Source: an optimization exercise on an open RTL-to-GDS flow (aim: a short achievable clock period and few clock cycles). Production flows keep margins and buffers that such runs may drop.
The RTL was checked by simulation tests, not by an equivalence proof against the original design.
No activity file was given, so power comes from the tool's default toggle rates.

==> design/flow/design.v <==
`default_nettype none
package isaPkg;
    localparam int wordWidth    = 32;
    localparam int regAddrWidth = 5;
    localparam int opWidth      = 5;
    localparam logic [opWidth-1:0] opAlu  = 5'd0;
    localparam logic [opWidth-1:0] opJ    = 5'd1;
    localparam logic [opWidth-1:0] opBne  = 5'd2;
    localparam logic [opWidth-1:0] opJal  = 5'd3;
    localparam logic [opWidth-1:0] opJr   = 5'd4;
    localparam logic [opWidth-1:0] opAddi = 5'd5;
    localparam logic [opWidth-1:0] opBlt  = 5'd6;
    localparam logic [opWidth-1:0] opSw   = 5'd7;
    localparam logic [opWidth-1:0] opLw   = 5'd8;
endpackage
`default_nettype wire
`default_nettype none
module instrDecoder (
    input  logic [31:0] instr,
    output logic [4:0]  readA,       
    output logic [4:0]  readB,       
    output logic        usesA,       
    output logic        usesB,       
    output logic        immB,        
    output logic [4:0]  dest,
    output logic        writes,      
    output logic        isLoad,
    output logic        isStore,
    output logic        isBne,
    output logic        isBlt,
    output logic        isJump,      
    output logic        isJal,
    output logic        isJr,
    output logic [5:0]  aluSel       
);
    logic [4:0] op, rd, funct;
    logic       isAlu, isAddi;
    assign op    = instr[31:27];
    assign rd    = instr[26:22];
    assign funct = instr[6:2];
    assign readA = instr[21:17];
    assign readB = op[1] ? rd : (op[2] ? rd : instr[16:12]);
    assign isAlu   = (op == isaPkg::opAlu);
    assign isAddi  = (op == isaPkg::opAddi);
    assign isLoad  = (op == isaPkg::opLw);
    assign isStore = (op == isaPkg::opSw);
    assign isBne   = (op == isaPkg::opBne);
    assign isBlt   = (op == isaPkg::opBlt);
    assign isJal   = (op == isaPkg::opJal);
    assign isJump  = (op == isaPkg::opJ) || isJal;
    assign isJr    = (op == isaPkg::opJr);
    assign usesA = isAlu || isAddi || isLoad || isStore || isBne || isBlt;
    assign usesB = isAlu || isBne || isBlt || isJr;
    assign immB  = isAddi || isLoad || isStore;
    assign dest   = isJal ? 5'd31 : rd;
    assign writes = (isAlu || isAddi || isLoad || isJal) && (dest != 5'd0);
    always_comb begin
        aluSel = 6'b000001;
        if (isAlu) begin
            case (funct)
                5'd1:    aluSel = 6'b000010;
                5'd2:    aluSel = 6'b000100;
                5'd3:    aluSel = 6'b001000;
                5'd4:    aluSel = 6'b010000;
                5'd5:    aluSel = 6'b100000;
                default: aluSel = 6'b000001;
            endcase
        end
    end
endmodule
`default_nettype wire
`default_nettype none
module alu (
    input  logic [31:0] opA,
    input  logic [31:0] opB,         
    input  logic        sub,         
    input  logic [3:0]  logicSel,    
    input  logic [4:0]  shamt,
    output logic [15:0] sumLo,       
    output logic        carry16,
    output logic [15:0] sumHi0,      
    output logic [15:0] sumHi1,      
    output logic [31:0] logicResult
);
    logic [31:0] sra;
    logic        cHi0, cHi1;
    addCarry #(.W(16)) uLo  (.a(opA[15:0]),  .b(opB[15:0]),  .cin(sub),  .sum(sumLo),  .cout(carry16));
    addCarry #(.W(16)) uHi0 (.a(opA[31:16]), .b(opB[31:16]), .cin(1'b0), .sum(sumHi0), .cout(cHi0));
    addCarry #(.W(16)) uHi1 (.a(opA[31:16]), .b(opB[31:16]), .cin(1'b1), .sum(sumHi1), .cout(cHi1));
    assign sra = $signed(opA) >>> shamt;    
    assign logicResult = ({32{logicSel[0]}} & (opA & opB))
                       | ({32{logicSel[1]}} & (opA | opB))
                       | ({32{logicSel[2]}} & (opA << shamt))
                       | ({32{logicSel[3]}} & sra);
endmodule
module addCarry #(
    parameter int W = 32
) (
    input  logic [W-1:0] a,
    input  logic [W-1:0] b,
    input  logic         cin,
    output logic [W-1:0] sum,
    output logic         cout
);
    logic [W+1:0] sumWide;
    assign sumWide = {1'b0, a, 1'b1} + {1'b0, b, cin};
    assign sum     = sumWide[W:1];
    assign cout    = sumWide[W+1];
endmodule
module ownedAdd (
    input  logic [21:0] a,
    input  logic [7:0]  d,
    input  logic        cin,
    output logic [21:0] sum
);
    logic [13:0] hiP1, hiM1;
    logic        c8, cP1, cM1;
    addCarry #(.W(8))  uLo  (.a(a[7:0]),  .b(d),         .cin(cin),  .sum(sum[7:0]), .cout(c8));
    addCarry #(.W(14)) uInc (.a(a[21:8]), .b(14'd0),     .cin(1'b1), .sum(hiP1),     .cout(cP1));
    addCarry #(.W(14)) uDec (.a(a[21:8]), .b(14'h3fff),  .cin(1'b0), .sum(hiM1),     .cout(cM1));
    assign sum[21:8] = (c8 == d[7]) ? a[21:8] : (c8 ? hiP1 : hiM1);
endmodule
module notEqual (
    input  logic [31:0] a,
    input  logic [31:0] b,
    output logic        ne
);
    assign ne = |(a ^ b);
endmodule
module lessThan (
    input  logic [31:0] a,
    input  logic [31:0] b,
    output logic        lt
);
    logic [31:0] ua, ub;
    logic [5:0][31:0] l, e;
    assign ua = {~a[31], a[30:0]};
    assign ub = {~b[31], b[30:0]};
    assign l[0] = ~ua & ub;
    assign e[0] = ~(ua ^ ub);
    for (genvar k = 1; k <= 5; k++) begin : level
        for (genvar i = 0; i < (32 >> k); i++) begin : pair
            assign l[k][i] = l[k-1][2*i+1] | (e[k-1][2*i+1] & l[k-1][2*i]);
            assign e[k][i] = e[k-1][2*i+1] & e[k-1][2*i];
        end
        assign l[k][31:(32 >> k)] = '0;
        assign e[k][31:(32 >> k)] = '0;
    end
    assign lt = l[5][0];
endmodule
`default_nettype wire
`default_nettype none
module processor (
    input  logic                            clock,
    input  logic                            rst,
    output logic [isaPkg::wordWidth-1:0]    address_imem,
    input  logic [isaPkg::wordWidth-1:0]    q_imem,
    output logic [isaPkg::wordWidth-1:0]    address_dmem,
    output logic [isaPkg::wordWidth-1:0]    data,
    output logic                            wren,
    input  logic [isaPkg::wordWidth-1:0]    q_dmem,
    output logic                            ctrl_writeEnable,
    output logic [isaPkg::regAddrWidth-1:0] ctrl_writeReg,
    output logic [isaPkg::regAddrWidth-1:0] ctrl_readRegA,
    output logic [isaPkg::regAddrWidth-1:0] ctrl_readRegB,
    output logic [isaPkg::wordWidth-1:0]    data_writeReg,
    input  logic [isaPkg::wordWidth-1:0]    data_readRegA,
    input  logic [isaPkg::wordWidth-1:0]    data_readRegB
);
    logic [31:0] pc1, ras;
    logic [31:0] fImm;
    logic [4:0]  fReadA, fReadB, fDest;
    logic        fUsesA, fUsesB, fImmB, fWrites, fIsLoad, fIsStore;
    logic        fIsBne, fIsBlt, fIsJump, fIsJal, fIsJr, fPredTaken;
    logic [5:0]  fAluSel;
    logic        redirect;
    logic [9:0]  redirectLo;
    logic [21:0] redirectHi;
    logic [7:0]  redirectD, redirectDP1;
    logic        redirectC;
    instrDecoder uDecode (
        .instr(q_imem), .readA(fReadA), .readB(fReadB), .usesA(fUsesA), .usesB(fUsesB),
        .immB(fImmB), .dest(fDest), .writes(fWrites), .isLoad(fIsLoad), .isStore(fIsStore),
        .isBne(fIsBne), .isBlt(fIsBlt), .isJump(fIsJump), .isJal(fIsJal), .isJr(fIsJr),
        .aluSel(fAluSel)
    );
    logic [9:0]  pcLo;
    logic [21:0] pcHi, pcTrueHi, pcTrueHi1;
    logic [7:0]  pcD, pcDP1;
    logic        pcC;
    assign address_imem = {pcHi, pcLo};
    ownedAdd uTrueHi  (.a(pcHi), .d(pcD),   .cin(pcC), .sum(pcTrueHi));
    ownedAdd uTrueHi1 (.a(pcHi), .d(pcDP1), .cin(pcC), .sum(pcTrueHi1));
    logic [9:0]  lo1, tgtLo;
    logic        c1, cTgt;
    logic [7:0]  fImmD, fImmDP1;            
    logic        cImmD;
    addCarry #(.W(10)) uLo1   (.a(pcLo), .b(10'd0),       .cin(1'b1), .sum(lo1),   .cout(c1));
    addCarry #(.W(10)) uTgtLo (.a(pcLo), .b(q_imem[9:0]), .cin(1'b1), .sum(tgtLo), .cout(cTgt));
    assign fImmD = {q_imem[16], q_imem[16:10]};
    addCarry #(.W(8))  uImmD  (.a(fImmD), .b(8'd0), .cin(1'b1), .sum(fImmDP1), .cout(cImmD));
    assign fImm = {{15{q_imem[16]}}, q_imem[16:0]};
    assign pc1  = {c1 ? pcTrueHi1 : pcTrueHi, lo1};
    assign fPredTaken = fIsBne || (fIsBlt && q_imem[16]);
    logic [9:0]  fNextLo;
    logic [21:0] fNextHi;
    logic [7:0]  fNextD, fNextDP1;
    logic        fNextC;
    always_comb begin
        fNextD   = 8'd0;
        fNextDP1 = 8'd1;
        if (fIsJump) begin
            fNextLo = q_imem[9:0];   fNextHi = {5'd0, q_imem[26:10]};  fNextC = 1'b0;
        end else if (fIsJr) begin
            fNextLo = ras[9:0];      fNextHi = ras[31:10];             fNextC = 1'b0;
        end else if (fPredTaken) begin
            fNextLo = tgtLo;         fNextHi = pcTrueHi;               fNextC = cTgt;
            fNextD  = fImmD;         fNextDP1 = fImmDP1;
        end else begin
            fNextLo = lo1;           fNextHi = pcTrueHi;               fNextC = c1;
        end
    end
    always_ff @(posedge clock) begin
        if (rst) begin
            pcLo  <= '0;
            pcHi  <= '0;
            pcD   <= '0;
            pcDP1 <= 8'd1;
            pcC   <= 1'b0;
            ras   <= '0;
        end else begin
            if (redirect) begin
                pcLo  <= redirectLo;
                pcHi  <= redirectHi;
                pcD   <= redirectD;
                pcDP1 <= redirectDP1;
                pcC   <= redirectC;
            end else begin
                pcLo  <= fNextLo;
                pcHi  <= fNextHi;
                pcD   <= fNextD;
                pcDP1 <= fNextDP1;
                pcC   <= fNextC;
            end
            if (fIsJal) ras <= pc1;      
        end
    end
    logic        xBubble, xLive;
    logic        xWrites, xIsLoad, xIsStore, xIsBne, xIsBlt, xIsJr, xPredTaken;
    logic        xIsAdd, xSub, xUseK, xIsJal;
    logic [4:0]  xDest, xShamt, xPortA, xPortB;
    logic [3:0]  xLogicSel;
    logic [31:0] xK;                        
    logic [9:0]  xAltLo;
    logic [21:0] xAltHi;
    logic [7:0]  xAltD, xAltDP1;
    logic        xAltC;
    always_ff @(posedge clock) begin
        xBubble <= rst || redirect;
    end
    always_ff @(posedge clock) begin
        xWrites    <= fWrites;
        xIsLoad    <= fIsLoad;
        xIsStore   <= fIsStore;
        xIsBne     <= fIsBne;
        xIsBlt     <= fIsBlt;
        xIsJr      <= fIsJr;
        xPredTaken <= fPredTaken;
        xIsAdd     <= !(|fAluSel[5:2]) && !fIsJal;
        xSub       <= fAluSel[1];
        xUseK      <= fImmB;
        xIsJal     <= fIsJal;
        xDest      <= fDest;
        xShamt     <= q_imem[11:7];
        xLogicSel  <= fAluSel[5:2];
        xPortA     <= fReadA;
        xPortB     <= fReadB;
        xK         <= fIsJal ? pc1 : fImm;
        xAltD   <= 8'd0;
        xAltDP1 <= 8'd1;
        if (fIsJr) begin
            xAltHi <= ras[31:10];  xAltLo <= ras[9:0];  xAltC <= 1'b0;
        end else if (fPredTaken) begin
            xAltHi <= pcTrueHi;    xAltLo <= lo1;       xAltC <= c1;
        end else begin
            xAltHi <= pcTrueHi;    xAltLo <= tgtLo;     xAltC <= cTgt;
            xAltD  <= fImmD;       xAltDP1 <= fImmDP1;
        end
    end
    assign xLive         = !xBubble;
    assign ctrl_readRegA = xPortA;         
    assign ctrl_readRegB = xPortB;         
    logic [31:0] opA, opB, logicResult;
    logic [15:0] sumLo, sumHi0, sumHi1;
    logic        carry16;
    assign opA = data_readRegA;
    assign opB = xUseK ? xK : (xSub ? ~data_readRegB : data_readRegB);
    alu uAlu (
        .opA(opA), .opB(opB), .sub(xSub), .logicSel(xLogicSel), .shamt(xShamt),
        .sumLo(sumLo), .carry16(carry16), .sumHi0(sumHi0), .sumHi1(sumHi1),
        .logicResult(logicResult)
    );
    logic ne, lt, neJr, brMiss, jrMiss, bltMiss, mBltMiss, xGo;
    notEqual uNe   (.a(data_readRegA), .b(data_readRegB), .ne(ne));
    notEqual uNeJr (.a(data_readRegB), .b({xAltHi, xAltLo}), .ne(neJr));
    lessThan uLt   (.a(data_readRegB), .b(data_readRegA), .lt(lt));
    assign xGo     = xLive && !mBltMiss;     
    assign brMiss  = xIsBne && !ne;
    assign jrMiss  = xIsJr && neJr;
    assign bltMiss = xIsBlt && (lt != xPredTaken);
    assign redirect    = mBltMiss || (xGo && (brMiss || jrMiss));
    always_comb begin
        if (mBltMiss) begin
            redirectLo = mAltLo;  redirectHi = mAltHi;  redirectC = mAltC;
            redirectD  = mAltD;   redirectDP1 = mAltDP1;
        end else if (xIsJr) begin
            redirectLo = data_readRegB[9:0];  redirectHi = data_readRegB[31:10];  redirectC = 1'b0;
            redirectD  = 8'd0;    redirectDP1 = 8'd1;
        end else begin
            redirectLo = xAltLo;  redirectHi = xAltHi;  redirectC = xAltC;
            redirectD  = xAltD;   redirectDP1 = xAltDP1;
        end
    end
    logic        mWrites, mIsLoad, mIsStore, mIsAdd;
    logic [4:0]  mDest;
    logic [31:0] mLog, mStore;
    logic [15:0] mLo, mHi0, mHi1;
    logic        mC16;
    logic        mSelLo, mSelHi0, mSelHi1, mSelLog;   
    logic [9:0]  mAltLo;
    logic [21:0] mAltHi;
    logic [7:0]  mAltD, mAltDP1;
    logic        mAltC;
    always_ff @(posedge clock) begin
        if (rst) begin
            mWrites  <= 1'b0;
            mIsLoad  <= 1'b0;
            mIsStore <= 1'b0;
            mBltMiss <= 1'b0;
        end else begin
            mWrites  <= xGo && xWrites;
            mIsLoad  <= xGo && xIsLoad;
            mIsStore <= xGo && xIsStore;
            mBltMiss <= xGo && bltMiss;
        end
    end
    always_ff @(posedge clock) begin
        mDest   <= xDest;
        mIsAdd  <= xIsAdd;
        mLo     <= sumLo;
        mHi0    <= sumHi0;
        mHi1    <= sumHi1;
        mC16    <= carry16;
        mSelLo  <= !xIsLoad &&  xIsAdd;
        mSelHi0 <= !xIsLoad &&  xIsAdd && !carry16;
        mSelHi1 <= !xIsLoad &&  xIsAdd &&  carry16;
        mSelLog <= !xIsLoad && !xIsAdd;
        mLog    <= logicResult | ({32{xIsJal}} & xK);    
        mStore  <= data_readRegB;
        mAltLo  <= xAltLo;
        mAltHi  <= xAltHi;
        mAltD   <= xAltD;
        mAltDP1 <= xAltDP1;
        mAltC   <= xAltC;
    end
    assign address_dmem     = {mC16 ? mHi1 : mHi0, mLo};
    assign data             = mStore;
    assign wren             = mIsStore;
    assign ctrl_writeEnable = mWrites;
    assign ctrl_writeReg    = mDest;
    assign data_writeReg    = ({32{mIsLoad}} & q_dmem)
                            | {({16{mSelHi0}} & mHi0) | ({16{mSelHi1}} & mHi1), {16{mSelLo}} & mLo}
                            | ({32{mSelLog}} & mLog);
endmodule
`default_nettype wire
==> design/flow/run.sh <==
#!/bin/bash
# synth_recipe.tcl (not shown) runs the flow's synth.tcl, then flattens the netlist and writes it again
# the make line also repeats each setting of config.mk as NAME=value (left out here)
make -C /OpenROAD-flow-scripts/flow DESIGN_CONFIG=/design/flow/config.mk WORK_HOME=/design/flow/orfs CLKGATE_MAP_FILE= SYNTH_SCRIPT=/design/flow/synth_recipe.tcl finish
==> design/flow/config.mk <==
export PLATFORM = sky130hd
export DESIGN_NAME = processor
export DESIGN_NICKNAME = processor
export VERILOG_FILES = /design/flow/design.v
export SDC_FILE = /design/flow/constraint.sdc
export NUM_CORES = 4
export LEC_CHECK = 0
export CAP_MARGIN = 20
export CORE_MARGIN = 2
export CORE_UTILIZATION = 40
export SETUP_SLACK_MARGIN = 3.0
export SLEW_MARGIN = 20
export SYNTH_HIERARCHICAL = 1
==> design/flow/constraint.sdc <==
create_clock -name core_clock -period 5.5 [get_ports {clock}]
set_input_delay 1.1000 -clock core_clock [delete_from_list [all_inputs] [get_ports {clock}]]
set_output_delay 1.1000 -clock core_clock [all_outputs]
set_load 0.01 [all_outputs]
==> impl_metrics.toml, run 1 <==
[cells_and_area]
fin_area_um2 = 38800
post-route-util_pct = 57.8
syn2layout_area_growth_pct = 43.0
antenna_cells = 0
final_net_count = 3961
fillers = 5844
drive_gt1_share_pct = 36.2

[worst_setup_path]
cp-end-kind = "output port"
path_max_fanout = 1
start_kind = "input port"
required_ps = 4400
crit_arrival_ps = 1770
cp-startpoint = "q_dmem[3]"
crit_type = "in -> out"
worstReg2RegStart = "pcHi[0]"

[placement]
port_buffers = 274
hpwl_mm = 80.7
place_ws_ps = 1170
placedInstanceArea_um2 = 31400
place_congestion = 1.04

[timing]
worstMarginPinSlew_ps = 1220
slew_headroom_pct = 18.5
fin_crit_sh_pct = 52.2
finClkSkew_ps = 32.0
fin_tns_setup_ps = 0
rsz0062_at_grt = "true"
slew_viol_final = 0
fin_ws_ps = 2630
setup_viol = 0
fin_crit_ps = 2870
hold_viol = 0
fmax_mhz = 349

[hold_path]
hold_class = "reg -> reg"
min-delay-start = "xDest[0]"

[global_routing]
grt_pass1_vias = 26400
grt_antenna_before_repair = 6
grt_max_degree = 72
grt_pass1_wl_mm = 170
grt.overflow.total = 0
track_usage_pct = 31.9

[route]
vias = 27400
drtAntennaViolNets = 0
drt_iter0_drc = 2562
viasPerCell = 6.03
firstDrtPassIters = 6
drc = 0
wire_per_inst_um = 26.0
drt-total-wl_mm = 118

[power_and_ir_drop]
comb_power_share_pct = 38.2
power_frac_clock_pct = 30.1
switchingPower_mw = 3.65
p_leak_nw = 16.2
ir_drop_mv = 0.303
internal_power_mw = 6.81
p_seq_share_pct = 31.7
p_sw_share_pct = 34.9
power.density_nw_per_um2 = 269

[run_status]
status = "timing/DRC/antenna clean"

[clock_tree]
clock_path_buffers = 3
htree_levels = 2
cts_sinks = 370
clk_pin_slew_ps = 60
cts-buffers-inserted = 44
cts-root-buf = "clkbuf_16"
cts_tree = "built"
clkLatencyLatePin_ps = 610

[logic_synthesis]
netlist_area_um2 = 27200
yosysWarnings = 8
syn_avg_cell_area_um2 = 8.86
synthCells = 3064

[floorplan]
dieArea_um2 = 70000
io-pin-count = 275
initial_utilization_pct = 40.4
die_w_um = 265
core-area_um2 = 67200
rows = 95
die_h_um = 265

[job]
maxCapViolCount = 0
-- critical path, cell delays in order --
cell      delay [ps]
buf_6             90
a222oi_1         310
inv_1            130
buf_6            140
-- cell usage in the layout, fill, tap and decap left out, drive strengths merged, types with 23 or more instances in the layout --
master and count:
and2 41, a31oi 41, xnor2 176, dlygate4sd2 100, xor2 33, mux4 34
ha 179, nand3 100, conb 102, nand2 259, mux2 87, mux2i 207
nand2b 47, a21o 93, dfxtp 370, nor2 165, o21ai 230, a22oi 49
and3 27, buf 477, a21oi 168, nor2b 23, a211oi 35, inv 116
nand4 37, nor3 42, clkbuf 70, o211ai 40
-- path summary, 6_finish.rpt --
path,endpoint,slack (ps),depth (start not counted)
hold / removal,mDest[0],330,0
setup reg to reg,pcHi[10],2750,13
hold reg to reg,mDest[0],330,0
setup / recovery,data_writeReg[3],2630,4
-- power by group through the flow --
stage	clock, mW	combinational, mW	sequential (mW)
global placement	0	3.13	3.35
detailed placement	0	3.16	3.36
global route	3.28	4.25	3.34
finish	3.15	4.00	3.32
floorplan	0	2.05	3.25
CTS	3.18	3.56	3.29
-- routing by layer --
metal,track usage [%],routed length [um],vias to the layer above
met5,0,41,-
met4,13.3,6160,6
met3,5.42,9430,338
met2,52.0,54100,1362
met1,41.8,48700,13400
li1,-,-,12400
-- repair_timing --
item	in CTS	in global routing
hold buffers	0	0
buffers inserted	195	60
resized for setup	1299	374
cloned	6	9
pin swaps	220	191
endpoints found under the setup margin	387	196
-- state kept, by name (all words and copies together) (netlist names), 7 cells and up --
register,flops
xK,32
pcHi,22
mAltLo,10
mLog,32
xAltHi,22
mLo,16
mAltDP1,8
pcLo,10
mHi1,16
xAltD,7
ras,32
mAltHi,22
pcDP1,8
xAltDP1,8
mStore,32
xAltLo,10
mAltD,7
mHi0,16
pcD,7
-- per-stage QoR --
stage	hold slack, ps	total power, mW	std cells
after global routing	332	10.9	4548
after floorplan	310	5.30	3158
after CTS	327	10.0	4479
after global placement	313	6.48	4197
final	325	10.5	4548
after detailed placement	313	6.52	4197
-- cell type report --
type / instances / area, um2 / share of cell area [%]
Timing Repair Buffer: 609 / 5830 / 15.0
Tap cell: 873 / 1090 / 2.81
Clock buffer: 54 / 1190 / 3.06
Inverter: 113 / 434 / 1.12
Clock inverter: 27 / 362 / 0.931
Multi-Input combinational cell: 2502 / 22400 / 57.7
Sequential cell: 370 / 7540 / 19.4
Testbench counts, summed over its fixed seeds: cycles 12,772.
==> run 2, diff against run 1 <==
--- a/design/flow/design.v
+++ b/design/flow/design.v
@@ -203,3 +203,6 @@
     assign pc1  = {c1 ? pcTrueHi1 : pcTrueHi, lo1};
-    assign fPredTaken = fIsBne || (fIsBlt && q_imem[16]);
+    logic [7:0]  bhtValid, bhtTaken;
+    logic        fBltGuess;
+    assign fBltGuess  = bhtValid[pcLo[2:0]] ? bhtTaken[pcLo[2:0]] : q_imem[16];
+    assign fPredTaken = fIsBne || (fIsBlt && fBltGuess);
     logic [9:0]  fNextLo;
@@ -251,2 +254,3 @@
     logic [4:0]  xDest, xShamt, xPortA, xPortB;
+    logic [2:0]  xBhtIdx;
     logic [3:0]  xLogicSel;
@@ -268,2 +272,3 @@
         xPredTaken <= fPredTaken;
+        xBhtIdx    <= pcLo[2:0];
         xIsAdd     <= !(|fAluSel[5:2]) && !fIsJal;
@@ -333,2 +338,4 @@
     logic        mAltC;
+    logic        mBltDone, mBltTaken;
+    logic [2:0]  mBhtIdx;
     always_ff @(posedge clock) begin
@@ -339,2 +346,3 @@
             mBltMiss <= 1'b0;
+            mBltDone <= 1'b0;
         end else begin
@@ -344,2 +352,3 @@
             mBltMiss <= xGo && bltMiss;
+            mBltDone <= xGo && xIsBlt;
         end
@@ -364,2 +373,14 @@
         mAltC   <= xAltC;
+        mBltTaken <= lt;
+        mBhtIdx   <= xBhtIdx;
+    end
+    always_ff @(posedge clock) begin
+        if (rst) begin
+            bhtValid <= '0;
+        end else if (mBltDone) begin
+            bhtValid[mBhtIdx] <= 1'b1;
+        end
+    end
+    always_ff @(posedge clock) begin
+        if (mBltDone) bhtTaken[mBhtIdx] <= mBltTaken;
     end
==> impl_metrics.toml, run 2 <==
[run_status]
status = "timing/DRC/antenna clean"

[worst_setup_path]
cpMaxStageDelayCell = "a222oi_1"
rr_worst_depth = 12
start_kind = "input port"
cp-end-kind = "output port"
crit_arrival_ps = 1710
cp_slowest_stage_delay_ps = 320
worstReg2RegStart = "xSub"
required_ps = 4400
path_cells = "buf_6, a222oi_1, inv_1, buf_2"
r2r_end = "mSelHi1"
path_max_fanout = 1
r2r_slack_ps = 2770
crit_type = "in -> out"

[floorplan]
rows = 97
die_h_um = 271
io-pin-count = 275
die_w_um = 271
initial_utilization_pct = 40.5
dieArea_um2 = 73300
core-area_um2 = 70300

[placement]
place_congestion = 1.05
place_ws_ps = 1110
placedInstanceArea_um2 = 33000
hpwl_mm = 79.5
dp_cells = 4394
port_buffers = 274

[cells_and_area]
fillers = 6084
final_net_count = 4144
final_cells = 4794
drive_gt1_share_pct = 36.0
post-route-util_pct = 58.1
fin_area_um2 = 40800
layout_common_cells = "337 x dfxtp_1, 252 x nand2_1, 250 x buf_4"
syn2layout_area_growth_pct = 43.4
final_common_cell = "dfxtp_1"

[job]
maxCapViolCount = 0

[power_and_ir_drop]
ir_drop_mv = 0.198
p_leak_nw = 16.8
power.density_nw_per_um2 = 268
p_total_mw = 10.9

[timing]
fin_tns_setup_ps = 0
slew_viol_final = 0
rsz0062_at_grt = "true"
fin_ws_ps = 2690
fin_crit_sh_pct = 51.2
worstMarginPinSlew_ps = 1150
fin_crit_ps = 2810
setup_viol = 0
hold_ws_ps = 327
slew_headroom_pct = 23.1
hold_viol = 0
finClkSkew_ps = 30.8
fmax_mhz = 355

[clock_tree]
cts_tree = "built"
htree_levels = 2
cts_sinks = 394
cts-buffers-inserted = 45
cts_hold_buf = 0
clock_path_buffers = 3
cts-root-buf = "clkbuf_16"
clkLatencyLatePin_ps = 620
clk_pin_slew_ps = 60

[route]
drt-total-wl_mm = 121
viasPerCell = 5.96
drt_iter0_drc = 2878
vias = 28600
drc = 0
drtAntennaViolNets = 0
firstDrtPassIters = 7
wire_per_inst_um = 25.3

[hold_path]
hold-path-endpoint = "mBhtIdx[2]"
min-delay-start = "xBhtIdx[2]"
hold-path-cell-count = 0
hold_class = "reg -> reg"

[global_routing]
grt_use_met3_pct = 5.96
grt_antenna_before_repair = 8
met1_usage_pct = 41.1
track_usage_pct = 31.1
grt_busiest_layer = "met2"
grt_max_degree = 94
met2_usage_pct = 49.0
grt_pass1_wl_mm = 174
grt_pass1_vias = 26900
grt.overflow.total = 0

[logic_synthesis]
synthCells = 3204
netlist_area_um2 = 28500
yosysWarnings = 8
syn_avg_cell_area_um2 = 8.89
==> run 2: worst max path at each step <==
stage | startpoint | to | slack [ps] | cells past startpoint
after floorplan | data_readRegB[24] | mHi1[13] | 2600 | 9
after global placement | data_readRegA[18] | pcLo[1] | 1140 | 11
after detailed placement | data_readRegB[23] | pcLo[0] | 1110 | 11
after CTS | q_dmem[0] | data_writeReg[0] | 2680 | 4
after global routing | q_dmem[14] | data_writeReg[14] | 2630 | 4
final | q_dmem[7] | data_writeReg[7] | 2690 | 4
==> run 2: layout make-up <==
cell class,count,area [um2],share of cell area (%)
multi-input combinational,2607,23200,56.8
sequential,394,8110,19.8
timing repair buffer,648,6420,15.7
clock buffer,68,1280,3.14
tap,940,1180,2.88
inverter,123,478,1.17
clock inverter,13,198,0.484
antenna,1,2.50,0.00613
==> run 2: where the power goes <==
part / leakage, nW / internal [mW] / switching [mW]
Clock: 0.717 / 1.77 / 1.31
Sequential: 3.29 / 3.22 / 0.325
Combinational: 12.8 / 2.09 / 2.24
Total: 16.8 / 7.08 / 3.87
==> run 2: worst max-delay path, delay by kind of cell <==
family                 cells  cell delay (ps)
AOI/OAI and AO/OA          1              320
buffers and inverters      3              290
==> run 2: repair_timing <==
action | CTS | global route
cloned | 19 | 10
pin swaps | 209 | 227
buffers inserted | 189 | 100
gates resized for setup | 1310 | 338
setup endpoints to repair | 398 | 229
==> run 2: per-layer routing <==
metal	share of wire, %	up-vias
met1	41	13700
li1	-	13000
met4	5.4	6
met2	45	1514
met3	9.0	383
met5	0.032	-
Testbench counts of run 2, summed over its fixed seeds: cycles 12,558.
==> run 3, diff against run 2 <==
--- a/design/flow/design.v
+++ b/design/flow/design.v
@@ -315,3 +315,9 @@
     assign bltMiss = xIsBlt && (lt != xPredTaken);
-    assign redirect    = mBltMiss || (xGo && (brMiss || jrMiss));
+    logic kBneT, kBneN, kJr;
+    always_ff @(posedge clock) begin
+        kBneT <= !rst && !redirect && !(xGo && bltMiss) && fIsBne &&  fPredTaken;
+        kBneN <= !rst && !redirect && !(xGo && bltMiss) && fIsBne && !fPredTaken;
+        kJr   <= !rst && !redirect && !(xGo && bltMiss) && fIsJr;
+    end
+    assign redirect    = mBltMiss || (kBneT && !ne) || (kBneN && ne) || (kJr && neJr);
     always_comb begin
==> impl_metrics.toml, run 3 <==
[run_status]
status = "timing/DRC/antenna clean"

[power_and_ir_drop]
p_leak_nw = 16.7
power.density_nw_per_um2 = 287
ir_drop_mv = 0.274
p_total_mw = 11.6

[route]
drtAntennaViolNets = 0
drt_iter0_drc = 2901
wire_per_inst_um = 24.3
firstDrtPassIters = 6
drc = 0
drt-total-wl_mm = 116
viasPerCell = 5.88
vias = 27900

[logic_synthesis]
netlist_area_um2 = 28300
synthCells = 3173
yosysWarnings = 8
syn_avg_cell_area_um2 = 8.91

[cells_and_area]
layout_common_cells = "344 x dfxtp_1, 244 x nand2_1, 223 x buf_4"
final_net_count = 4095
syn2layout_area_growth_pct = 43.1
final_cells = 4752
final_common_cell = "dfxtp_1"
fin_area_um2 = 40400
drive_gt1_share_pct = 36.2
post-route-util_pct = 57.8

[placement]
dp_cells = 4379
port_buffers = 274
placedInstanceArea_um2 = 32800
place_congestion = 1.06
hpwl_mm = 77.9

[timing]
fin_crit_sh_pct = 51.0
slew_headroom_pct = 24.0
finClkSkew_ps = 12.6
fin_tns_setup_ps = 0
fin_crit_ps = 2800
worstMarginPinSlew_ps = 1140
hold_viol = 0
rsz0062_at_grt = "true"
fmax_mhz = 357
slew_viol_final = 0
setup_viol = 0

[floorplan]
io-pin-count = 275
initial_utilization_pct = 40.4
die_w_um = 270
core-area_um2 = 70000
dieArea_um2 = 72800
die_h_um = 270
rows = 97

[worst_setup_path]
path_cells = "buf_6, a222oi_1, inv_1, buf_6"
cp-end-kind = "output port"
required_ps = 4400
cp_slowest_stage_delay_ps = 290
crit_arrival_ps = 1700
cpMostUsedCell = "buf_6"
start_kind = "input port"
crit_type = "in -> out"
critPathBufInv = 3
path_max_fanout = 1
cpMaxStageDelayCell = "a222oi_1"
cp_top_family = "buffers and inverters"

[global_routing]
grt_antenna_before_repair = 6
grt_pass1_vias = 26800
track_usage_pct = 30.1
grt.overflow.total = 0
grt_pass1_wl_mm = 168
grt_max_degree = 61

[clock_tree]
cts_tree = "built"
cts-root-buf = "clkbuf_16"
cts-buffers-inserted = 47
cts_sinks = 396
clkLatencyLatePin_ps = 610
clock_path_buffers = 3
htree_levels = 2
clk_pin_slew_ps = 60

[job]
maxCapViolCount = 0

[hold_path]
hold_class = "reg -> reg"
## run 3: cell type report
| class | count | area (um2) |
|---|---|---|
| Antenna cell | 5 | 12.5 |
| Clock buffer | 57 | 1280 |
| Clock inverter | 29 | 349 |
| Fill cell | 6127 | 29600 |
| Inverter | 112 | 432 |
| Multi-Input combinational cell | 2586 | 22900 |
| Sequential cell | 396 | 8140 |
| Tap cell | 940 | 1180 |
| Timing Repair Buffer | 627 | 6130 |
## run 3: power by group
group / total [mW] / switching [mW] / internal, mW
clock network: 3.33 / 1.40 / 1.93
logic: 4.68 / 2.44 / 2.24
registers: 3.62 / 0.339 / 3.28
## run 3: stage by stage
stage,setup WS [ps],hold slack [ps]
2_1_floorplan,2600,310
3_3_place_gp,1190,311
3_5_place_dp,1150,314
4_1_cts,2680,328
5_1_grt,2600,331
6_report,2700,325
## run 3: path summary, 6_finish.rpt
| check | startpoint | to | slack [ps] | depth (start not counted) |
|---|---|---|---|---|
| worst min register to register | xDest[1] | mDest[1] | 320 | 0 |
| worst max register to register | pcHi[8] | pcHi[16] | 2770 | 14 |
| worst max-delay path | q_dmem[8] | data_writeReg[8] | 2700 | 4 |
| worst min-delay path | xDest[1] | mDest[1] | 320 | 0 |
## run 3: metal layers
| metal | vias to the layer above | GRT usage, % | share of wire (%) |
|---|---|---|---|
| met4 | 4 | 13.5 | 5.2 |
| met5 | - | 0 | 0.029 |
| met3 | 343 | 7.97 | 9.1 |
| met1 | 13500 | 38.7 | 41 |
| met2 | 1344 | 47.2 | 44 |
| li1 | 12800 | - | - |
## run 3: what timing repair did
action / in CTS / in global routing
setup endpoints to repair: 392 / 237
pin swaps: 208 / 227
resized for setup: 1308 / 341
hold buffers: 0 / 0
cloned: 16 / 4
buffers inserted: 179 / 83
Testbench counts of run 3, summed over its fixed seeds: cycles 12,558.
==> run 4, diff against run 3 <==
--- a/design/flow/design.v
+++ b/design/flow/design.v
@@ -206,3 +206,4 @@
     assign fBltGuess  = bhtValid[pcLo[2:0]] ? bhtTaken[pcLo[2:0]] : q_imem[16];
-    assign fPredTaken = fIsBne || (fIsBlt && fBltGuess);
+    logic [7:0]  exitNext;
+    assign fPredTaken = (fIsBne && !exitNext[pcLo[2:0]]) || (fIsBlt && fBltGuess);
     logic [9:0]  fNextLo;
@@ -344,3 +345,3 @@
     logic        mAltC;
-    logic        mBltDone, mBltTaken;
+    logic        mBltDone, mBltTaken, mBneDone, mBneEnding;
     logic [2:0]  mBhtIdx;
@@ -353,2 +354,3 @@
             mBltDone <= 1'b0;
+            mBneDone <= 1'b0;
         end else begin
@@ -359,2 +361,3 @@
             mBltDone <= xGo && xIsBlt;
+            mBneDone <= xGo && xIsBne;
         end
@@ -380,2 +383,3 @@
         mBltTaken <= lt;
+        mBneEnding <= ne && xPortA == 5'd0 && data_readRegB == 32'd1;
         mBhtIdx   <= xBhtIdx;
@@ -392,2 +396,9 @@
     end
+    always_ff @(posedge clock) begin
+        if (rst) begin
+            exitNext <= '0;
+        end else if (mBneDone) begin
+            exitNext[mBhtIdx] <= mBneEnding;
+        end
+    end
     assign address_dmem     = {mC16 ? mHi1 : mHi0, mLo};
==> impl_metrics.toml, run 4 <==
[worst_setup_path]
r2r_slack_ps = 2730
start_kind = "input port"
cp_slowest_stage_delay_ps = 340
path_max_fanout = 5
crit_type = "in -> reg"
crit_arrival_ps = 3360
cp-end-kind = "flop"
rr_worst_depth = 14
path_cells = "buf_6, buf_8, buf_6, xnor2_2, nand4_1, nor4_2, nand2_2, mux2i_4, and2_4, buf_12, buf_12, buf_16, nor2_2, a41oi_2, nor2_1"
r2r_end = "ras[29]"
critPathBufInv = 6
worstReg2RegStart = "pcHi[0]"
cpMaxStageDelayCell = "nor4_2"
required_ps = 5970
cp_top_family = "simple AND/OR/NAND/NOR gates"

[cells_and_area]
layout_common_cells = "343 x dfxtp_1, 239 x nand2_1, 231 x buf_4"
final_net_count = 4185
fillers = 6107
drive_gt1_share_pct = 37.6
syn2layout_area_growth_pct = 44.8
final_common_cell = "dfxtp_1"

[logic_synthesis]
netlist_area_um2 = 28800
synthCells = 3239
yosysWarnings = 8
syn_avg_cell_area_um2 = 8.88

[timing]
slew_headroom_pct = 11.6
setup_viol = 0
fmax_mhz = 346
rsz0062_at_grt = "true"
fin_crit_ps = 2890
slew_viol_final = 0
fin_crit_sh_pct = 52.5
finClkSkew_ps = 22.2
fin_tns_setup_ps = 0
hold_viol = 0
worstMarginPinSlew_ps = 1320

[global_routing]
grt_pass1_wl_mm = 179
grt.overflow.total = 0
track_usage_pct = 31.8
grt_antenna_before_repair = 15
grt_use_met3_pct = 9.35
met2_usage_pct = 50.9
grt_pass1_vias = 27700
met1_usage_pct = 39.8
grt_busiest_layer = "met2"
grt_max_degree = 76

[job]
maxCapViolCount = 0

[clock_tree]
cts-buffers-inserted = 45
clkLatencyLatePin_ps = 630
cts_hold_buf = 0
clk_pin_slew_ps = 60
clock_path_buffers = 3
htree_levels = 2
cts_sinks = 407
cts-root-buf = "clkbuf_16"
cts_tree = "built"

[power_and_ir_drop]
power.density_nw_per_um2 = 272
p_sw_share_pct = 35.5
p_total_mw = 11.3
p_seq_share_pct = 32.1
power_frac_clock_pct = 29.2
switchingPower_mw = 4.02
p_leak_nw = 17.3
comb_power_share_pct = 38.7
ir_drop_mv = 0.239
internal_power_mw = 7.31

[route]
firstDrtPassIters = 8
drt-total-wl_mm = 124
wire_per_inst_um = 25.6
drt_iter0_drc = 3152
viasPerCell = 5.98
drc = 0
vias = 29000
drtAntennaViolNets = 0

[floorplan]
rows = 98
die_h_um = 272
core-area_um2 = 71400
initial_utilization_pct = 40.3
dieArea_um2 = 74100
io-pin-count = 275
die_w_um = 272

[placement]
port_buffers = 274
place_congestion = 1.03
hpwl_mm = 81.6

[hold_path]
hold-path-endpoint = "mBhtIdx[1]"
hold-path-cell-count = 0
hold_class = "reg -> reg"
min-delay-start = "xBhtIdx[1]"

[run_status]
status = "timing/DRC/antenna clean"
run 4: metrics by stage:
stage	worst slack, ps	hold slack, ps	cell area (um2)	utilization [%]	std cells
floorplan	2600	310	30100	-	3333
global placement	1240	310	33400	46.8	4451
detailed placement	1180	313	33400	46.8	4451
CTS	2670	327	39300	55.1	4759
global route	2580	331	41600	58.4	4847
finish	2610	325	41700	58.4	4851
run 4: worst max-delay path by stage:
stage,from,end,slack (ps),depth (start not counted)
detailed placement,data_readRegB[8],pcHi[10],1180,11
global route,data_readRegB[2],pcD[1],2580,14
CTS,q_dmem[5],data_writeReg[5],2670,4
global placement,data_readRegB[23],pcDP1[0],1240,10
finish,data_readRegB[0],pcD[3],2610,15
floorplan,data_readRegB[24],mHi1[13],2600,9
run 4: routing by layer:
metal / share of wire, % / vias up
met1: 39 / 14100
met4: 5.1 / 14
li1: - / 13100
met5: 0.11 / -
met2: 45 / 1455
met3: 10 / 388
run 4: layout make-up:
class | count | area, um2 | area share (%)
Clock inverter | 18 | 285 | 0.685
Timing Repair Buffer | 656 | 6620 | 15.9
Tap cell | 950 | 1190 | 2.85
Clock buffer | 64 | 1330 | 3.19
Sequential cell | 407 | 8380 | 20.1
Timing Repair inverter | 2 | 12.5 | 0.0300
Inverter | 112 | 453 | 1.09
Multi-Input combinational cell | 2637 | 23400 | 56.1
Antenna cell | 5 | 12.5 | 0.0300
run 4: worst reg2reg max path, stage by stage, from the launching register on:
cell	delay (ps)
dfxtp_4	370
buf_12	130
ha_4	250
a21o_1	150
a21oi_4	90
o31ai_4	250
buf_12	170
a31o_4	180
buf_12	120
buf_16	140
mux2i_1	210
mux2i_1	150
mux2i_1	180
and2_4	210
nor3_2	50
run 4: what timing repair did:
action	in CTS	in global routing
cloned	25	4
endpoints found under the setup margin	397	244
hold endpoints to repair	0	0
pin swaps	226	190
setup buffers	201	83
gates resized for setup	1300	393
run 4: power by group through the flow:
stage / sequential (mW) / combinational, mW / clock [mW]
global route: 3.66 / 4.64 / 3.47
detailed placement: 3.72 / 3.43 / 0
CTS: 3.62 / 3.83 / 3.34
floorplan: 3.58 / 2.25 / 0
global placement: 3.72 / 3.43 / 0
finish: 3.63 / 4.39 / 3.31
Testbench counts of run 4, summed over its fixed seeds: cycles 12,410.
==> run 5, diff against run 4 <==
==> design/flow/flow/run.sh (new file) <==
#!/bin/bash
# The standard layout (standard.sh: the standard flow's synthesis and ORFS steps, unchanged),
# with one difference: the buffers ORFS puts on every input and output port are
# plain sky130_fd_sc_hd__buf_4 cells instead of the delay-buffer cell buffer_ports
# would pick by itself. All of make's output goes to flow_make.log here.
set -euo pipefail
export BUFFER_PORTS_ARGS="-buffer_cell sky130_fd_sc_hd__buf_4"
bash standard.sh > flow_make.log 2>&1
==> design/flow/standard.sh (new file) <==
#!/bin/bash
# synth_recipe.tcl (not shown) runs the flow's synth.tcl, then flattens the netlist and writes it again
# the make line also repeats each setting of config.mk as NAME=value (left out here)
make -C /OpenROAD-flow-scripts/flow DESIGN_CONFIG=/design/flow/config.mk WORK_HOME=/design/flow/orfs CLKGATE_MAP_FILE= SYNTH_SCRIPT=/design/flow/synth_recipe.tcl "${@:-finish}"
removed: design/flow/run.sh
==> impl_metrics.toml, run 5 <==
[run_status]
status = "timing/DRC/antenna clean"

[worst_setup_path]
crit_type = "in -> out"
start_kind = "input port"
cpMostUsedCell = "buf_6"
critPathBufInv = 3
rr_worst_depth = 14
r2r_end = "pcHi[10]"
path_cells = "buf_6, a222oi_1, inv_1, buf_6"
cpMaxStageDelayCell = "a222oi_1"
cp_slowest_stage_delay_ps = 330
required_ps = 4400
cp_top_family = "compound AO/OA/AOI/OAI gates"
path_max_fanout = 1
crit_arrival_ps = 1750
cp-end-kind = "output port"
r2r_slack_ps = 2710
cp.depth = 4
worstReg2RegStart = "pcHi[0]"

[placement]
port_buffers = 274
hpwl_mm = 80.5
placedInstanceArea_um2 = 32400
place_congestion = 1.02

[floorplan]
die_h_um = 272
dieArea_um2 = 74100
rows = 98
io-pin-count = 275
core-area_um2 = 71400
initial_utilization_pct = 40.3
die_w_um = 272

[cells_and_area]
drive_gt1_share_pct = 37.0
layout_common_cells = "359 x dfxtp_1, 338 x buf_4, 246 x nand2_1"
fin_area_um2 = 40800
final_common_cell = "dfxtp_1"
post-route-util_pct = 57.1
syn2layout_area_growth_pct = 41.7
final_net_count = 4079

[power_and_ir_drop]
power.density_nw_per_um2 = 277
internal_power_mw = 7.34
p_total_mw = 11.3
comb_power_share_pct = 37.6
p_sw_share_pct = 35.0
p_seq_share_pct = 32.3
power_frac_clock_pct = 30.1
ir_drop_mv = 0.230
p_leak_nw = 16.7
switchingPower_mw = 3.95

[job]
maxCapViolCount = 0

[clock_tree]
htree_levels = 2
clkLatencyLatePin_ps = 610
cts_sinks = 407
cts_tree = "built"
cts-root-buf = "clkbuf_16"
cts-buffers-inserted = 47
clock_path_buffers = 3
clk_pin_slew_ps = 60

[timing]
hold_viol = 0
setup_viol = 0
fmax_mhz = 351
fin_tns_setup_ps = 0
finClkSkew_ps = 25.4
fin_crit_sh_pct = 51.8
fin_crit_ps = 2850
slew_headroom_pct = 30.9
slew_viol_final = 0
hold_ws_ps = 324
rsz0062_at_grt = "true"
worstMarginPinSlew_ps = 1020

[logic_synthesis]
yosysWarnings = 8
netlist_area_um2 = 28800
syn_avg_cell_area_um2 = 8.88
synthCells = 3239

[global_routing]
grt_antenna_before_repair = 9
grt_pass1_wl_mm = 171
grt_max_degree = 96
track_usage_pct = 30.2
grt_pass1_vias = 26600
grt.overflow.total = 0

[route]
wire_per_inst_um = 25.2
drt_iter0_drc = 2757
vias = 28100
drt-total-wl_mm = 119
firstDrtPassIters = 5
viasPerCell = 5.93
drtAntennaViolNets = 0
drc = 0

[hold_path]
hold-path-cell-count = 0
hold_class = "reg -> reg"
hold-path-endpoint = "mDest[1]"
min-delay-start = "xDest[1]"
-- run 5: routing by layer --
layer | up-vias | GRT usage, % | wire length [um]
li1 | 12800 | - | -
met1 | 13600 | 40.0 | 49700
met2 | 1372 | 47.6 | 53700
met3 | 307 | 5.62 | 9850
met4 | 14 | 14.1 | 6170
met5 | - | 0 | 92
-- run 5: worst reg2reg max path: stages, from the launching register on --
cell     delay (ps)
dfxtp_4         360
ha_4            230
a21o_1          180
a21oi_4         210
o31ai_4          70
buf_6           140
a31o_4          280
buf_12          160
mux2i_2         230
mux2i_2         140
mux2_2          310
mux2i_1         130
nor2_1           60
a21oi_2         100
nor2_1           40
-- run 5: how the worst max path moves through the flow --
stage	start	to	slack [ps]
after floorplan	data_readRegB[24]	mHi1[13]	2600
after global placement	data_readRegB[3]	pcHi[9]	1700
after detailed placement	data_readRegB[3]	pcHi[3]	1620
after CTS	q_dmem[11]	data_writeReg[11]	2670
after global routing	q_dmem[10]	data_writeReg[10]	2580
final	q_dmem[2]	data_writeReg[2]	2650
-- run 5: through the flow --
stage,std cells,worst slack [ps]
after floorplan,3333,2600
after global placement,4405,1700
after detailed placement,4405,1620
after CTS,4657,2670
after global routing,4745,2580
final,4745,2650
-- run 5: power groups by stage --
stage | combinational, mW | sequential (mW) | clock, mW
2_1_floorplan | 2.25 | 3.58 | 0
3_3_place_gp | 3.30 | 3.72 | 0
3_5_place_dp | 3.29 | 3.72 | 0
4_1_cts | 3.82 | 3.66 | 3.42
5_1_grt | 4.49 | 3.67 | 3.55
6_report | 4.24 | 3.65 | 3.40
-- run 5: layout make-up --
class | count | area [um2]
fill | 6141 | 30600
multi-input combinational | 2636 | 23200
sequential | 407 | 8350
timing repair buffer | 551 | 5880
clock buffer | 60 | 1340
tap | 950 | 1190
inverter | 112 | 454
clock inverter | 28 | 340
antenna | 1 | 2.50
-- run 5: timing repair --
item,CTS,global route
pin swaps,206,187
buffers inserted,146,81
cloned,18,5
hold buffers,0,0
resized for setup,578,313
endpoints found under the setup margin,289,212
==> run 6, diff against run 5 <==
--- a/design/flow/design.v
+++ b/design/flow/design.v
@@ -122,2 +122,26 @@
 endmodule
+module nandGate2 (
+    input  logic a,
+    input  logic b,
+    output logic y
+);
+    assign y = ~(a & b);
+endmodule
+module nandGate3 (
+    input  logic a,
+    input  logic b,
+    input  logic c,
+    output logic y
+);
+    assign y = ~(a & b & c);
+endmodule
+module nandGate4 (
+    input  logic a,
+    input  logic b,
+    input  logic c,
+    input  logic d,
+    output logic y
+);
+    assign y = ~(a & b & c & d);
+endmodule
 module notEqual (
@@ -318,5 +342,5 @@
     always_ff @(posedge clock) begin
-        kBneT <= !rst && !redirect && !(xGo && bltMiss) && fIsBne &&  fPredTaken;
-        kBneN <= !rst && !redirect && !(xGo && bltMiss) && fIsBne && !fPredTaken;
-        kJr   <= !rst && !redirect && !(xGo && bltMiss) && fIsJr;
+        kBneT <= !rst && !redirect && fIsBne &&  fPredTaken;
+        kBneN <= !rst && !redirect && fIsBne && !fPredTaken;
+        kJr   <= !rst && !redirect && fIsJr;
     end
@@ -403,3 +427,14 @@
     end
-    assign address_dmem     = {mC16 ? mHi1 : mHi0, mLo};
+    logic mAddrHi1, mAddrHi0;
+    always_ff @(posedge clock) begin
+        mAddrHi1 <=  carry16;
+        mAddrHi0 <= !carry16;
+    end
+    assign address_dmem[15:0] = mLo;
+    for (genvar i = 0; i < 16; i++) begin : ad
+        logic n0, n1;
+        nandGate2 uA (.a(mHi0[i]), .b(mAddrHi0), .y(n0));
+        nandGate2 uB (.a(mHi1[i]), .b(mAddrHi1), .y(n1));
+        nandGate2 uY (.a(n0), .b(n1), .y(address_dmem[16+i]));
+    end
     assign data             = mStore;
@@ -408,5 +443,15 @@
     assign ctrl_writeReg    = mDest;
-    assign data_writeReg    = ({32{mIsLoad}} & q_dmem)
-                            | {({16{mSelHi0}} & mHi0) | ({16{mSelHi1}} & mHi1), {16{mSelLo}} & mLo}
-                            | ({32{mSelLog}} & mLog);
+    for (genvar i = 0; i < 32; i++) begin : wb
+        logic nq, nl, n0, n1;
+        nandGate2 uQ (.a(q_dmem[i]), .b(mIsLoad), .y(nq));
+        nandGate2 uL (.a(mLog[i]),   .b(mSelLog), .y(nl));
+        if (i < 16) begin : lo
+            nandGate2 uA (.a(mLo[i]), .b(mSelLo), .y(n0));
+            nandGate3 uY (.a(nq), .b(nl), .c(n0), .y(data_writeReg[i]));
+        end else begin : hi
+            nandGate2 uA (.a(mHi0[i-16]), .b(mSelHi0), .y(n0));
+            nandGate2 uB (.a(mHi1[i-16]), .b(mSelHi1), .y(n1));
+            nandGate4 uY (.a(nq), .b(nl), .c(n0), .d(n1), .y(data_writeReg[i]));
+        end
+    end
 endmodule
==> impl_metrics.toml, run 6 <==
[global_routing]
grt_pass1_vias = 26800
grt_antenna_before_repair = 5
grt_max_degree = 96
grt.overflow.total = 0
track_usage_pct = 29.8
grt_pass1_wl_mm = 169

[cells_and_area]
final_net_count = 4113
register_area_um2 = 8380
fin_area_um2 = 39000
final_common_cell = "dfxtp_1"
syn2layout_area_growth_pct = 35.4
multi_input_comb_area_um2 = 22700
layout_common_cells = "356 x dfxtp_1, 346 x nand2_1, 344 x buf_4"
fillers = 6450
drive_gt1_share_pct = 33.1
post-route-util_pct = 54.7

[worst_setup_path]
r2r_end = "ras[22]"
cp-end-kind = "flop"
start_kind = "flop"
crit_arrival_ps = 3300
required_ps = 6010
rr_worst_depth = 14
worstReg2RegStart = "pcHi[0]"
cp-startpoint = "pcHi[0]"
crit_type = "reg -> reg"
r2r_slack_ps = 2710
path_max_fanout = 7

[placement]
place_congestion = 1.04
hpwl_mm = 78.7
placedInstanceArea_um2 = 32400
port_buffers = 274

[hold_path]
hold_class = "reg -> reg"
hold-path-endpoint = "mDest[0]"
hold-path-cell-count = 0
min-delay-start = "xDest[0]"

[timing]
worstMarginPinSlew_ps = 1200
slew_viol_final = 0
fmax_mhz = 358
hold_ws_ps = 322
finClkSkew_ps = 32.3
fin_crit_ps = 2790
fin_crit_sh_pct = 50.8
setup_viol = 0
slew_headroom_pct = 19.7
fin_tns_setup_ps = 0
rsz0062_at_grt = "true"
hold_viol = 0

[floorplan]
die_h_um = 272
dieArea_um2 = 74200
core-area_um2 = 71400
io-pin-count = 275
die_w_um = 272
initial_utilization_pct = 40.4
rows = 98

[clock_tree]
cts-root-buf = "clkbuf_16"
cts_tree = "built"
clkLatencyLatePin_ps = 610
htree_levels = 2
cts-buffers-inserted = 45
clk_pin_slew_ps = 60
cts_sinks = 408
clock_path_buffers = 3

[run_status]
status = "timing/DRC/antenna clean"

[logic_synthesis]
syn_avg_cell_area_um2 = 8.69
yosysWarnings = 8
synthCells = 3317
netlist_area_um2 = 28800

[power_and_ir_drop]
p_leak_nw = 16.3
ir_drop_mv = 0.285
comb_power_share_pct = 35.8
p_sw_share_pct = 34.9
power.density_nw_per_um2 = 275
switchingPower_mw = 3.74
power_frac_clock_pct = 30.4
p_seq_share_pct = 33.8
p_total_mw = 10.7
internal_power_mw = 6.99

[route]
firstDrtPassIters = 6
wire_per_inst_um = 24.1
vias = 28000
drtAntennaViolNets = 0
drc = 0
drt-total-wl_mm = 115
drt_iter0_drc = 2660
viasPerCell = 5.86

[job]
maxCapViolCount = 0
## run 6: how the worst max path moves through the flow
stage | cells after the start | slack (ps) | endpoint
2_1_floorplan | 9 | 2560 | mSelHi1
3_3_place_gp | 10 | 1600 | pcHi[19]
3_5_place_dp | 10 | 1540 | pcD[0]
5_1_grt | 14 | 2590 | pcHi[9]
6_report | 14 | 2710 | ras[22]
4_1_cts | 9 | 2740 | mHi1[13]
## run 6: timing repair
item / in CTS / in global routing
hold buffers: 0 / 0
setup buffers: 117 / 54
pin swaps: 138 / 122
endpoints found under the setup margin: 281 / 203
resized for setup: 476 / 211
gates cloned: 18 / 6
## run 6: per-stage QoR
step           setup slack [ps]  std cells
2_1_floorplan              2560       3411
3_3_place_gp               1600       4497
3_5_place_dp               1540       4497
4_1_cts                    2740       4716
5_1_grt                    2590       4777
6_report                   2710       4779
## run 6: area by class of cell
class | instances | share of cell area, %
Tap cell | 950 | 3.04
Antenna cell | 3 | 0.0192
Clock inverter | 28 | 0.981
Clock buffer | 56 | 3.14
Timing Repair Buffer | 488 | 12.2
Multi-Input combinational cell | 2748 | 58.1
Inverter | 98 | 0.968
Sequential cell | 408 | 21.5
## run 6: power by group through the flow
stage          logic (mW)  clock network [mW]  registers, mW
2_1_floorplan        2.15                   0           3.60
3_3_place_gp         3.16                   0           3.70
3_5_place_dp         3.18                   0           3.70
4_1_cts              3.52                3.31           3.63
5_1_grt              4.10                3.44           3.66
6_report             3.84                3.26           3.63
## run 6: critical path, stage by stage (launching register included)
cell,delay [ps]
dfxtp_4,350
buf_4,130
buf_6,120
ha_4,220
a21o_1,180
a21oi_4,190
o31ai_4,90
buf_12,130
a31o_4,250
buf_12,160
mux2i_4,190
mux2i_2,210
mux2i_1,120
and2_4,180
nor3_1,150
## run 6: routing by layer
layer	routed length, um	GRT usage (%)	share of wire [%]
met5	14	0	0.012
met4	6450	14.6	5.6
met2	52400	48.6	46
met1	47600	38.1	41
met3	8570	4.98	7.4
Testbench counts of run 6, summed over its fixed seeds: cycles 12,410.
==> run 7, diff against run 6 <==
--- a/design/flow/design.v
+++ b/design/flow/design.v
@@ -230,4 +230,3 @@
     assign fBltGuess  = bhtValid[pcLo[2:0]] ? bhtTaken[pcLo[2:0]] : q_imem[16];
-    logic [7:0]  exitNext;
-    assign fPredTaken = (fIsBne && !exitNext[pcLo[2:0]]) || (fIsBlt && fBltGuess);
+    assign fPredTaken = fIsBne || (fIsBlt && fBltGuess);
     logic [9:0]  fNextLo;
@@ -369,3 +368,3 @@
     logic        mAltC;
-    logic        mBltDone, mBltTaken, mBneDone, mBneEnding;
+    logic        mBltDone, mBltTaken;
     logic [2:0]  mBhtIdx;
@@ -378,3 +377,2 @@
             mBltDone <= 1'b0;
-            mBneDone <= 1'b0;
         end else begin
@@ -385,3 +383,2 @@
             mBltDone <= xGo && xIsBlt;
-            mBneDone <= xGo && xIsBne;
         end
@@ -407,3 +404,2 @@
         mBltTaken <= lt;
-        mBneEnding <= ne && xPortA == 5'd0 && data_readRegB == 32'd1;
         mBhtIdx   <= xBhtIdx;
@@ -420,9 +416,2 @@
     end
-    always_ff @(posedge clock) begin
-        if (rst) begin
-            exitNext <= '0;
-        end else if (mBneDone) begin
-            exitNext[mBhtIdx] <= mBneEnding;
-        end
-    end
     logic mAddrHi1, mAddrHi0;
==> impl_metrics.toml, run 7 <==
[worst_setup_path]
crit_type = "in -> reg"
required_ps = 6010
path_max_fanout = 6
start_kind = "input port"
cpMaxStageDelayCell = "nor4_2"
cp-end-kind = "flop"
cp_slowest_stage_delay_ps = 320
critPathBufInv = 4
crit_arrival_ps = 3260
path_cells = "buf_12, xnor2_2, nand4_1, nor4_2, nand2_1, mux2i_4, and2_4, buf_6, buf_6, buf_12, nand2b_4, nand2b_4, o32ai_2"
cp_top_family = "simple AND/OR/NAND/NOR gates"

[global_routing]
grt_antenna_before_repair = 6
grt.overflow.total = 0
grt_pass1_vias = 25800
grt_max_degree = 96
grt_pass1_wl_mm = 166
track_usage_pct = 29.5

[timing]
hold_ws_ps = 326
slew_viol_final = 0
finClkSkew_ps = 18.9
rsz0062_at_grt = "true"
fin_crit_ps = 2750
fin_tns_setup_ps = 0
slew_headroom_pct = 24.7
fin_crit_sh_pct = 50.1
hold_viol = 0
fin_ws_ps = 2750
fmax_mhz = 363
setup_viol = 0
worstMarginPinSlew_ps = 1130

[clock_tree]
cts-root-buf = "clkbuf_16"
htree_levels = 2
cts_tree = "built"
cts_hold_buf = 0
clk_pin_slew_ps = 60
clkLatencyLatePin_ps = 610
cts-buffers-inserted = 45
cts_sinks = 397
clock_path_buffers = 3

[job]
maxCapViolCount = 0

[power_and_ir_drop]
power.density_nw_per_um2 = 283
p_sw_share_pct = 36.2
power_frac_clock_pct = 27.6
internal_power_mw = 7.06
p_leak_nw = 16.2
ir_drop_mv = 0.219
comb_power_share_pct = 39.3
p_seq_share_pct = 33.1
switchingPower_mw = 4.00
p_total_mw = 11.1

[floorplan]
die_h_um = 270
rows = 97
die_w_um = 270
core-area_um2 = 70000
io-pin-count = 275
dieArea_um2 = 72900
initial_utilization_pct = 40.4

[placement]
placedInstanceArea_um2 = 31900
place_congestion = 1.03
port_buffers = 274
place_ws_ps = 1570
dp_cells = 4431
hpwl_mm = 77.1

[hold_path]
hold_class = "reg -> reg"

[route]
drtAntennaViolNets = 0
viasPerCell = 5.82
firstDrtPassIters = 6
wire_per_inst_um = 24.2
drt_iter0_drc = 2462
drt-total-wl_mm = 114
vias = 27500
drc = 0

[cells_and_area]
final_cells = 4719
fin_area_um2 = 39000
drive_gt1_share_pct = 34.0
final_common_cell = "nand2_1"
final_net_count = 4071
post-route-util_pct = 55.8
layout_common_cells = "356 x nand2_1, 355 x buf_4, 346 x dfxtp_1"
syn2layout_area_growth_pct = 37.9

[logic_synthesis]
synthCells = 3257
netlist_area_um2 = 28300
syn_avg_cell_area_um2 = 8.69
yosysWarnings = 8

[run_status]
status = "timing/DRC/antenna clean"
==> run 7: metal layers <==
layer  up-vias  share of wire (%)  routed length, um  track usage (%)
met5         -              0.020                 23                0
met4         4                4.9               5630             12.7
met3       279                8.0               9100             5.56
met2      1223                 45              52000             47.1
met1     13200                 42              47600             38.8
li1      12700                  -                  -                -
==> run 7: worst paths after layout <==
| path | start | end | slack (ps) | cells past startpoint |
|---|---|---|---|---|
| worst max register to register | pcHi[5] | pcHi[10] | 2820 | 14 |
| worst min-delay path | xBhtIdx[0] | mBhtIdx[0] | 330 | 0 |
| worst max-delay path | data_readRegB[17] | pcC | 2750 | 13 |
| worst min register to register | xBhtIdx[0] | mBhtIdx[0] | 330 | 0 |
==> run 7: what timing repair did <==
item / CTS / global route
setup endpoints to repair: 279 / 205
gates resized for setup: 491 / 271
setup buffers: 109 / 74
pin swaps: 162 / 152
gates cloned: 14 / 11
endpoints found under the hold margin: 0 / 0
==> run 7: power by group through the flow <==
| stage | Combinational, mW | Clock, mW | Sequential [mW] |
|---|---|---|---|
| 3_5_place_dp | 3.48 | 0 | 3.71 |
| 6_report | 4.34 | 3.05 | 3.66 |
| 5_1_grt | 4.64 | 3.22 | 3.70 |
| 4_1_cts | 3.95 | 3.11 | 3.66 |
| 3_3_place_gp | 3.47 | 0 | 3.71 |
| 2_1_floorplan | 2.39 | 0 | 3.59 |
==> run 7: final cells by class <==
cell class / count / area [um2]
multi-input combinational: 2697 / 22700
clock buffer: 61 / 1280
tap: 940 / 1180
timing repair buffer: 506 / 5100
sequential: 397 / 8150
clock inverter: 18 / 204
inverter: 99 / 384
fill: 6221 / 31000
antenna: 1 / 2.50
Testbench counts of run 7, summed over its fixed seeds: cycles 12,558.

-- re-timing with driven ports --
The results above use ideal ports. As a check the final layouts listed here were re-extracted and re-timed, cells and wires unchanged.
Step 1 assumes that a clkbuf_16 drives the clock port and a buf_2 every other input.
Step 2, shift: input delay + t, output delay - t, t = (earliest + latest rising clock arrival at the registers) / 2. This alone moves slack from input paths to output paths.
a / b / c = ideal / step 1 / step 2; a / b = the first two.
run | shift t [ns] | setup slack, ns | hold slack, ns | clock arrival spread, ns | worst register clock-pin slew, ns
run 1 | 0.653 | 2.632 / 2.590 / 2.265 | 0.325 / 0.325 / 0.325 | 0.035 / 0.035 | 0.07 / 0.07
run 2 | 0.668 | 2.686 / 2.647 / 2.109 | 0.327 / 0.327 / 0.327 | 0.041 / 0.041 | 0.07 / 0.07
run 3 | 0.671 | 2.697 / 2.661 / 2.176 | 0.325 / 0.325 / 0.325 | 0.014 / 0.014 | 0.07 / 0.07
run 4 | 0.676 | 2.613 / 2.641 / 1.967 | 0.325 / 0.325 / 0.325 | 0.032 / 0.032 | 0.08 / 0.08
run 5 | 0.657 | 2.649 / 2.612 / 2.053 | 0.324 / 0.324 / 0.324 | 0.028 / 0.028 | 0.08 / 0.08
run 6 | 0.659 | 2.707 / 2.707 / 2.123 | 0.322 / 0.322 / 0.322 | 0.034 / 0.035 | 0.07 / 0.07
run 7 | 0.661 | 2.747 / 2.746 / 2.085 | 0.326 / 0.326 / 0.326 | 0.022 / 0.022 | 0.08 / 0.08
After both steps every run listed still meets setup and hold. For run 7, which loses most, drivers alone change the setup slack by -0.001 ns; drivers and shift together by -0.662 ns.
